Source: an optimization exercise on an open RTL-to-GDS flow (aim: small area). Production flows keep margins and buffers that such runs may drop. At most, simulation tests tie the RTL to the original design; equivalence was not proved. No activity file was given, so power comes from the tool's default toggle rates.

## try-harbor
==> flow/design.v (excerpt) <==
module fifo_net_top #(
    parameter int FIFO_DEPTH    = 4,
    parameter int VERSION_MAJOR = 4,
    parameter int VERSION_MINOR = 14,
    parameter int DEVICE_ID     = 3
) (
    input  wire                                 clk,
    input  wire                                 rst,
    input  wire                                 i_rx_valid,
    output logic                                o_rx_ready,
    input  wire [63:0]                          i_rx_data,
    output logic                                o_tx_valid,
    input  wire                                 i_tx_ready,
    output logic [fifo_net_pkg::DATA_W-1:0]     o_tx_data,
    output logic [1:0]                          o_tx_tag,
    output logic [fifo_net_pkg::CTX_W-1:0]      o_tx_ctx
);
Size in the first run: ~1100 cells after synthesis, ~390 flip-flops, about 110 I/O pins, ~16000 um^2 of cells after synthesis.
==> flow/config.mk <==
export PLATFORM = sky130hd
export DESIGN_NAME = fifo_net_top
export DESIGN_NICKNAME = fifo_net_top
export VERILOG_FILES = /design/flow/design.v
export SDC_FILE = /design/flow/constraint.sdc
export NUM_CORES = 4
export LEC_CHECK = 0
export CAP_MARGIN = 20
export CORE_MARGIN = 2
export CORE_UTILIZATION = 70
export SLEW_MARGIN = 20
==> flow/constraint.sdc <==
create_clock -name core_clock -period 6.0 [get_ports {clk}]
set_input_delay 1.2000 -clock core_clock [delete_from_list [all_inputs] [get_ports {clk}]]
set_output_delay 1.2000 -clock core_clock [all_outputs]
set_load 0.01 [all_outputs]
standard.sh (not shown) runs the stock make flow with config.mk's settings and CLKGATE_MAP_FILE= SYNTH_SCRIPT=/design/flow/synth_recipe.tcl, a recipe that flattens the netlist after the stock synthesis.
==> flow/flow/run.sh <==
#!/bin/bash
# The standard ORFS layout with three changes:
#  - the liberty mapping step of synthesis uses an area-oriented ABC script (flow/area.abc);
#    everything else in synthesis is the standard flow's own script, so the registers are the same
#  - port buffers use the smallest buffer
#  - clock tree synthesis builds larger sink clusters without dummy loads
# Every tool's output goes to logs under orfs/logs; make's own output to standard.log.
set -euo pipefail
here=$(pwd)
{
  cat <<EOF
proc abc {args} {
  set i [lsearch \$args -script]
  if {\$i >= 0} { lset args [expr {\$i + 1}] $here/flow/area.abc }
  yosys abc {*}\$args
}
EOF
  cat synth_recipe.tcl
} > area_synth.tcl
sed "s#SYNTH_SCRIPT=[^ ]*synth_recipe.tcl#SYNTH_SCRIPT=$here/area_synth.tcl#" standard.sh > area_standard.sh
grep -q "SYNTH_SCRIPT=$here/area_synth.tcl" area_standard.sh
export BUFFER_PORTS_ARGS="-buffer_cell sky130_fd_sc_hd__buf_1"
export CTS_ARGS="-sink_clustering_enable -repair_clock_nets -dont_use_dummy_load -sink_clustering_size 30 -sink_clustering_max_diameter 100 -buf_list sky130_fd_sc_hd__clkbuf_16 -root_buf sky130_fd_sc_hd__clkbuf_8"
bash area_standard.sh > standard.log 2>&1
==> flow/flow/area.abc <==
strash
&get -n
&deepsyn -J 20 -T 100
&put
dc2
dch -f
amap -F 8 -A 20
Modified inputs, try-zinc compared to try-harbor
- a change of SLEW_MARGIN from 20 to 0
- a change of CAP_MARGIN from 20 to 0
diff --git a/flow/flow/run.sh b/flow/flow/run.sh
--- a/flow/flow/run.sh
+++ b/flow/flow/run.sh
@@ -21,4 +21,4 @@
 grep -q "SYNTH_SCRIPT=$here/area_synth.tcl" area_standard.sh
 export BUFFER_PORTS_ARGS="-buffer_cell sky130_fd_sc_hd__buf_1"
-export CTS_ARGS="-sink_clustering_enable -repair_clock_nets -dont_use_dummy_load -sink_clustering_size 30 -sink_clustering_max_diameter 100 -buf_list sky130_fd_sc_hd__clkbuf_16 -root_buf sky130_fd_sc_hd__clkbuf_8"
+export CTS_ARGS="-sink_clustering_enable -repair_clock_nets -dont_use_dummy_load -sink_clustering_size 30 -sink_clustering_max_diameter 100 -buf_list sky130_fd_sc_hd__clkbuf_16"
 bash area_standard.sh > standard.log 2>&1
Notes after the runs:
Between try-zinc and try-harbor, the post-route minimum period does not differ in any meaningful way.
Sequential share of layout area: try-zinc vs try-harbor, no meaningful difference
The final period utilization was comparable across try-zinc and try-harbor.
Here is what was changed in the inputs of try-willow compared with try-zinc.
- CAP_MARGIN: 0 -> 20
- CORE_UTILIZATION: 70 -> 80
- SLEW_MARGIN: 0 -> 20
## What came out
When try-willow is set beside try-zinc, its met3 demand-to-capacity share in global routing turns out to be 3.6 points larger.
Diff try-zinc -> try-willow: design area flat; clock-buffer cell count flat.
Relative area change from synthesis to final layout for try-willow is lower than for try-zinc.
Of try-willow and try-zinc, try-willow shows the higher wire length of the first global-routing pass, with try-zinc below it.
Compared with try-zinc, the router placed more vias in try-willow.
Input-level comparison between try-garnet and try-willow:
- a change of CORE_UTILIZATION from 80 to 70
[summary]
- On reported sequential group power, try-garnet and try-willow are basically level.
- try-garnet ends up with a clock skew that is 0.0038 ns lower than in try-willow.
- try-garnet against try-willow; wire length on met1 is up by a little under 10%.
- Between try-willow and try-garnet, the flow reports net switching power of the design decreasing by a few percent.
- Taking try-willow as the reference, in try-garnet adder and majority cell fraction of the synthesized area comparable, filler-free cell count of the finished design now larger.
- Final worst slack on try-garnet is ahead of try-willow.
- Looking at hold slack, try-garnet sits below try-willow.
- try-garnet and try-willow ended up with nearly the same multi-input combinational cell area.
- Number of global-route vias before repair (try-garnet over try-willow): decrease, about 7%
- In try-garnet, the register-to-register slack came out 0.57 ns above the value in try-willow.

* * *

fifo_net_top, a different RTL version from the one above (not shown whole).
Size: roughly 1,300 cells after synthesis, about 390 flip-flops, about 110 I/O pins, ~17,000 µm² of cells after synthesis.
Design fifo_net_top, start of the top module:
module fifo_net_top #(
    parameter int FIFO_DEPTH    = 4,
    parameter int VERSION_MAJOR = 4,
    parameter int VERSION_MINOR = 14,
    parameter int DEVICE_ID     = 3
) (
    input  wire                                 clk,
    input  wire                                 rst,
    input  wire                                 i_rx_valid,
    output logic                                o_rx_ready,
    input  wire [63:0]                          i_rx_data,
    output logic                                o_tx_valid,
    input  wire                                 i_tx_ready,
    output logic [fifo_net_pkg::DATA_W-1:0]     o_tx_data,
    output logic [1:0]                          o_tx_tag,
    output logic [fifo_net_pkg::CTX_W-1:0]      o_tx_ctx
);
Settings: LEC_CHECK=0, CAP_MARGIN=0, CORE_MARGIN=2, CORE_UTILIZATION=75, SLEW_MARGIN=0; clock period 6.0 ns.
==> flow/flow/run.sh <==
#!/bin/bash
# Standard ORFS layout with two changes: port buffers use the smallest buffer,
# and clock tree synthesis builds larger sink clusters without dummy loads.
set -euo pipefail
export BUFFER_PORTS_ARGS="-buffer_cell sky130_fd_sc_hd__buf_1"
export CTS_ARGS="-sink_clustering_enable -repair_clock_nets -dont_use_dummy_load -sink_clustering_size 16 -sink_clustering_max_diameter 80 -buf_list sky130_fd_sc_hd__clkbuf_8"
bash standard.sh > standard.log 2>&1
Then changed:
Settings changed: CAP_MARGIN 0 to 20, CORE_UTILIZATION 75 to 60, SLEW_MARGIN 0 to 20.
=> Cell area went up by about 0.9%. Total power went up by 0.74%. Routed wire length went up by about 3.4%. Core utilization went down by 15 points.
No functional check of the RTL was part of any run of this note.

* * *

fifo_net_top, a different RTL version from the one above (not shown whole).
For scale: ~1100 cells after synthesis, roughly 390 flip-flops, about 110 I/O pins, ~16000 um2 of cells after synthesis.
export LEC_CHECK = 0
export CAP_MARGIN = 20
export CORE_MARGIN = 2
export CORE_UTILIZATION = 70
export SLEW_MARGIN = 20
create_clock -name core_clock -period 6.0 [get_ports {clk}]
==> flow/flow/run.sh <==
#!/bin/bash
# The standard ORFS layout with three changes:
#  - the liberty mapping step of synthesis uses an area-oriented ABC script (flow/area.abc);
#    everything else in synthesis is the standard flow's own script, so the registers are the same
#  - port buffers use the smallest buffer
#  - clock tree synthesis builds larger sink clusters without dummy loads
# Every tool's output goes to logs under orfs/logs; make's own output to standard.log.
set -euo pipefail
here=$(pwd)
{
  cat <<EOF
proc abc {args} {
  set i [lsearch \$args -script]
  if {\$i >= 0} { lset args [expr {\$i + 1}] $here/flow/area.abc }
  yosys abc {*}\$args
}
EOF
  cat synth_recipe.tcl
} > area_synth.tcl
sed "s#SYNTH_SCRIPT=[^ ]*synth_recipe.tcl#SYNTH_SCRIPT=$here/area_synth.tcl#" standard.sh > area_standard.sh
grep -q "SYNTH_SCRIPT=$here/area_synth.tcl" area_standard.sh
export BUFFER_PORTS_ARGS="-buffer_cell sky130_fd_sc_hd__buf_1"
export CTS_ARGS="-sink_clustering_enable -repair_clock_nets -dont_use_dummy_load -sink_clustering_size 14 -sink_clustering_max_diameter 60 -buf_list sky130_fd_sc_hd__clkbuf_8"
bash area_standard.sh > standard.log 2>&1
==> flow/flow/area.abc <==
strash
&get -n
&deepsyn -T 30
&put
dc2
dch -f
amap -F 8 -A 20
The baseline produced a clean layout.
Rerun with:
--- a/flow/flow/run.sh
+++ b/flow/flow/run.sh
@@ -21,4 +21,4 @@
 grep -q "SYNTH_SCRIPT=$here/area_synth.tcl" area_standard.sh
 export BUFFER_PORTS_ARGS="-buffer_cell sky130_fd_sc_hd__buf_1"
-export CTS_ARGS="-sink_clustering_enable -repair_clock_nets -dont_use_dummy_load -sink_clustering_size 14 -sink_clustering_max_diameter 60 -buf_list sky130_fd_sc_hd__clkbuf_8"
+export CTS_ARGS="-sink_clustering_enable -repair_clock_nets -dont_use_dummy_load -sink_clustering_size 16 -sink_clustering_max_diameter 80 -buf_list sky130_fd_sc_hd__clkbuf_8"
 bash area_standard.sh > standard.log 2>&1
==> flow/flow/area.abc (replaced) <==
strash
dch -f
amap -F 4 -A 10
The changed run ran to the end with no violations.
Worst setup slack is better by 0.34 ns.
Power shrinks by 9.5%.
Critical path depth grows by 4.
Cell count is higher by 1.9%.
Synthesized cell count goes up by about 2.8%.
Hold slack is better by 0.019 ns.
Core utilization rises by 0.23 points.
Wire length drops by 2.9%.
Area after synthesis rises by 1.4%.
Sequential share of layout area fell by 0.62 points.
Rerun with:
--- a/flow/flow/run.sh
+++ b/flow/flow/run.sh
@@ -21,4 +21,4 @@
 grep -q "SYNTH_SCRIPT=$here/area_synth.tcl" area_standard.sh
 export BUFFER_PORTS_ARGS="-buffer_cell sky130_fd_sc_hd__buf_1"
-export CTS_ARGS="-sink_clustering_enable -repair_clock_nets -dont_use_dummy_load -sink_clustering_size 16 -sink_clustering_max_diameter 80 -buf_list sky130_fd_sc_hd__clkbuf_8"
+export CTS_ARGS="-sink_clustering_enable -repair_clock_nets -dont_use_dummy_load -sink_clustering_size 30 -sink_clustering_max_diameter 60 -buf_list sky130_fd_sc_hd__clkbuf_16"
 bash area_standard.sh > standard.log 2>&1
==> flow/flow/area.abc (replaced) <==
strash
&get -n
&deepsyn -T 30
&put
dc2
dch -f
amap -F 8 -A 20
Result: The changed run ran to the end with no violations. Wire length climbs by 2.4%. Final area barely changes. Non-clock buffer count drops by 6. Global-route usage climbs by 1.2 points.

* * *

Another version of the RTL of fifo_net_top (not shown whole).
Size: ~1300 cells after synthesis, about 390 flip-flops, roughly 110 I/O pins, ~17000 sq um of cells after synthesis.
clock: 6.0 ns
lec_check: 0
cap_margin: 20
core_margin: 2
core_utilization: 60
cts_buf_list: sky130_fd_sc_hd__clkbuf_16
cts_cluster_diameter: 100
cts_cluster_size: 30
slew_margin: 20
run.sh (not shown) runs the stock make flow with config.mk's settings and CLKGATE_MAP_FILE= SYNTH_SCRIPT=/design/flow/synth_recipe.tcl, a recipe that flattens the netlist after the stock synthesis.
Stock flow here: none of the scripts above is used.
==> next run, changes <==
==> flow/flow/run.sh (new file) <==
#!/bin/bash
# Standard ORFS layout with two changes: port buffers use the smallest buffer,
# and clock tree synthesis builds larger sink clusters without dummy loads.
set -euo pipefail
export BUFFER_PORTS_ARGS="-buffer_cell sky130_fd_sc_hd__buf_1"
export CTS_ARGS="-sink_clustering_enable -repair_clock_nets -dont_use_dummy_load -sink_clustering_size 30 -sink_clustering_max_diameter 100 -buf_list sky130_fd_sc_hd__clkbuf_16"
bash standard.sh > standard.log 2>&1
==> flow/standard.sh (new file) <==
#!/bin/bash
# synth_recipe.tcl (not shown) runs the flow's synth.tcl, then flattens the netlist and writes it again
# the make line also repeats each setting of config.mk as NAME=value (left out here)
make -C /OpenROAD-flow-scripts/flow DESIGN_CONFIG=/design/flow/config.mk WORK_HOME=/design/flow/orfs CLKGATE_MAP_FILE= SYNTH_SCRIPT=/design/flow/synth_recipe.tcl "${@:-finish}"
CTS_BUF_LIST = unset   (was sky130_fd_sc_hd__clkbuf_16)
CTS_CLUSTER_DIAMETER = unset   (was 100)
CTS_CLUSTER_SIZE = unset   (was 30)
removed: flow/run.sh
=>
- The changed run completed with no timing, DRC or antenna violations
- core utilization decreases by 2.5 points
- final area went down by 3.6%
- worst hold slack got worse by 13 ps
- synthesized area stays the same
- power falls by 2.3%
- count of clock-buffer cells in the layout stays the same
- clock skew goes up by 35 ps
- first-iteration DRC count increases by 4.8%

* * *

## before
fifo_net_top, a different RTL version from the one above (not shown whole).
For scale: about 110 I/O pins.
==> flow/config.mk <==
export PLATFORM = sky130hd
export DESIGN_NAME = fifo_net_top
export DESIGN_NICKNAME = fifo_net_top
export VERILOG_FILES = /design/flow/design.v
export SDC_FILE = /design/flow/constraint.sdc
export NUM_CORES = 4
export LEC_CHECK = 0
export CAP_MARGIN = 20
export CORE_MARGIN = 2
export CORE_UTILIZATION = 70
export CTS_BUF_LIST = sky130_fd_sc_hd__clkbuf_2 sky130_fd_sc_hd__clkbuf_4
export CTS_CLUSTER_SIZE = 30
export SLEW_MARGIN = 20
==> flow/constraint.sdc <==
create_clock -name core_clock -period 6.0 [get_ports {clk}]
set_input_delay 1.2000 -clock core_clock [delete_from_list [all_inputs] [get_ports {clk}]]
set_output_delay 1.2000 -clock core_clock [all_outputs]
set_load 0.01 [all_outputs]
Stock flow here: none of the scripts above is used.
The inputs of after differ from those of before as listed below.
-- flow/config.mk --
<<< before, line 9
export CORE_MARGIN = 2
export CORE_UTILIZATION = 70
export CTS_BUF_LIST = sky130_fd_sc_hd__clkbuf_2 sky130_fd_sc_hd__clkbuf_4
export CTS_CLUSTER_SIZE = 30
export SLEW_MARGIN = 20
>>> after, line 9
export CORE_MARGIN = 2
export CORE_UTILIZATION = 60
export CTS_BUF_LIST = sky130_fd_sc_hd__clkbuf_4
export SLEW_MARGIN = 20
[summary]
after finished every stage and its layout cleared the timing, DRC and antenna checks. Of after and before, the higher design area belongs to after. after ends up with higher non-clock buffer count than before does. The reported sequential group power was comparable across after and before.
Function was not checked in any run of this note: the RTL went through the layout flow alone.

[separate check: timing with driven ports]
Ports are ideal in the flow. The routed layouts listed here were re-timed in OpenROAD. Step 1 (the two cells are an assumption about what drives the block):
set clk [get_ports {clk}]
set_driving_cell -lib_cell sky130_fd_sc_hd__clkbuf_16 $clk
set_driving_cell -lib_cell sky130_fd_sc_hd__buf_2 [delete_from_list [all_inputs] $clk]
Step 2 adds t to the input delays and takes it off the output delays; t is the mean of the earliest and latest rising clock arrival at the registers after step 1. Input paths then give back, and output paths get back, about the clock's delay inside the block. Slacks: ideal / step 1 / step 2; pairs: ideal / step 1.
run | t, ns | setup WS [ns] | worst hold slack (ns) | latest minus earliest clock arrival (ns)
try-harbor | 0.603 | 0.748 / 0.703 / 0.428 | 0.417 / 0.417 / 0.417 | 0.030 / 0.031
try-zinc | 0.554 | 0.747 / 0.701 / 0.366 | 0.429 / 0.429 / 0.429 | 0.026 / 0.026
try-willow | 0.556 | 0.324 / 0.324 / 0.187 | 0.433 / 0.433 / 0.433 | 0.033 / 0.033
try-garnet | 0.558 | 0.749 / 0.696 / 0.411 | 0.426 / 0.426 / 0.426 | 0.028 / 0.029
the first run of note 2 | 0.607 | 1.026 / 0.981 / 0.783 | 0.420 / 0.420 / 0.420 | 0.075 / 0.075
the second run of note 2 | 0.620 | 1.110 / 1.062 / 0.990 | 0.396 / 0.396 / 0.396 | 0.106 / 0.106
the first run of note 3 | 0.583 | 0.662 / 0.613 / 0.388 | 0.410 / 0.410 / 0.410 | 0.047 / 0.046
the second run of note 3 | 0.617 | 1.004 / 1.023 / 0.405 | 0.429 / 0.429 / 0.429 | 0.077 / 0.077
the third run of note 3 | 0.579 | 0.641 / 0.593 / 0.327 | 0.420 / 0.420 / 0.420 | 0.058 / 0.059
the first run of note 4 | 0.576 | 1.192 / 1.142 / 1.347 | 0.413 / 0.413 / 0.413 | 0.024 / 0.024
the second run of note 4 | 0.556 | 1.315 / 1.264 / 1.687 | 0.400 / 0.400 / 0.400 | 0.060 / 0.060
before | 0.774 | 0.713 / 0.668 / 0.981 | 0.400 / 0.400 / 0.400 | 0.067 / 0.066
after | 0.783 | 0.784 / 0.731 / 1.217 | 0.371 / 0.371 / 0.371 | 0.076 / 0.077
After both steps setup and hold are still met in every run listed. The setup slack of the second run of note 3, which loses most, moves by +0.019 ns with the drivers and by -0.599 ns with both steps.
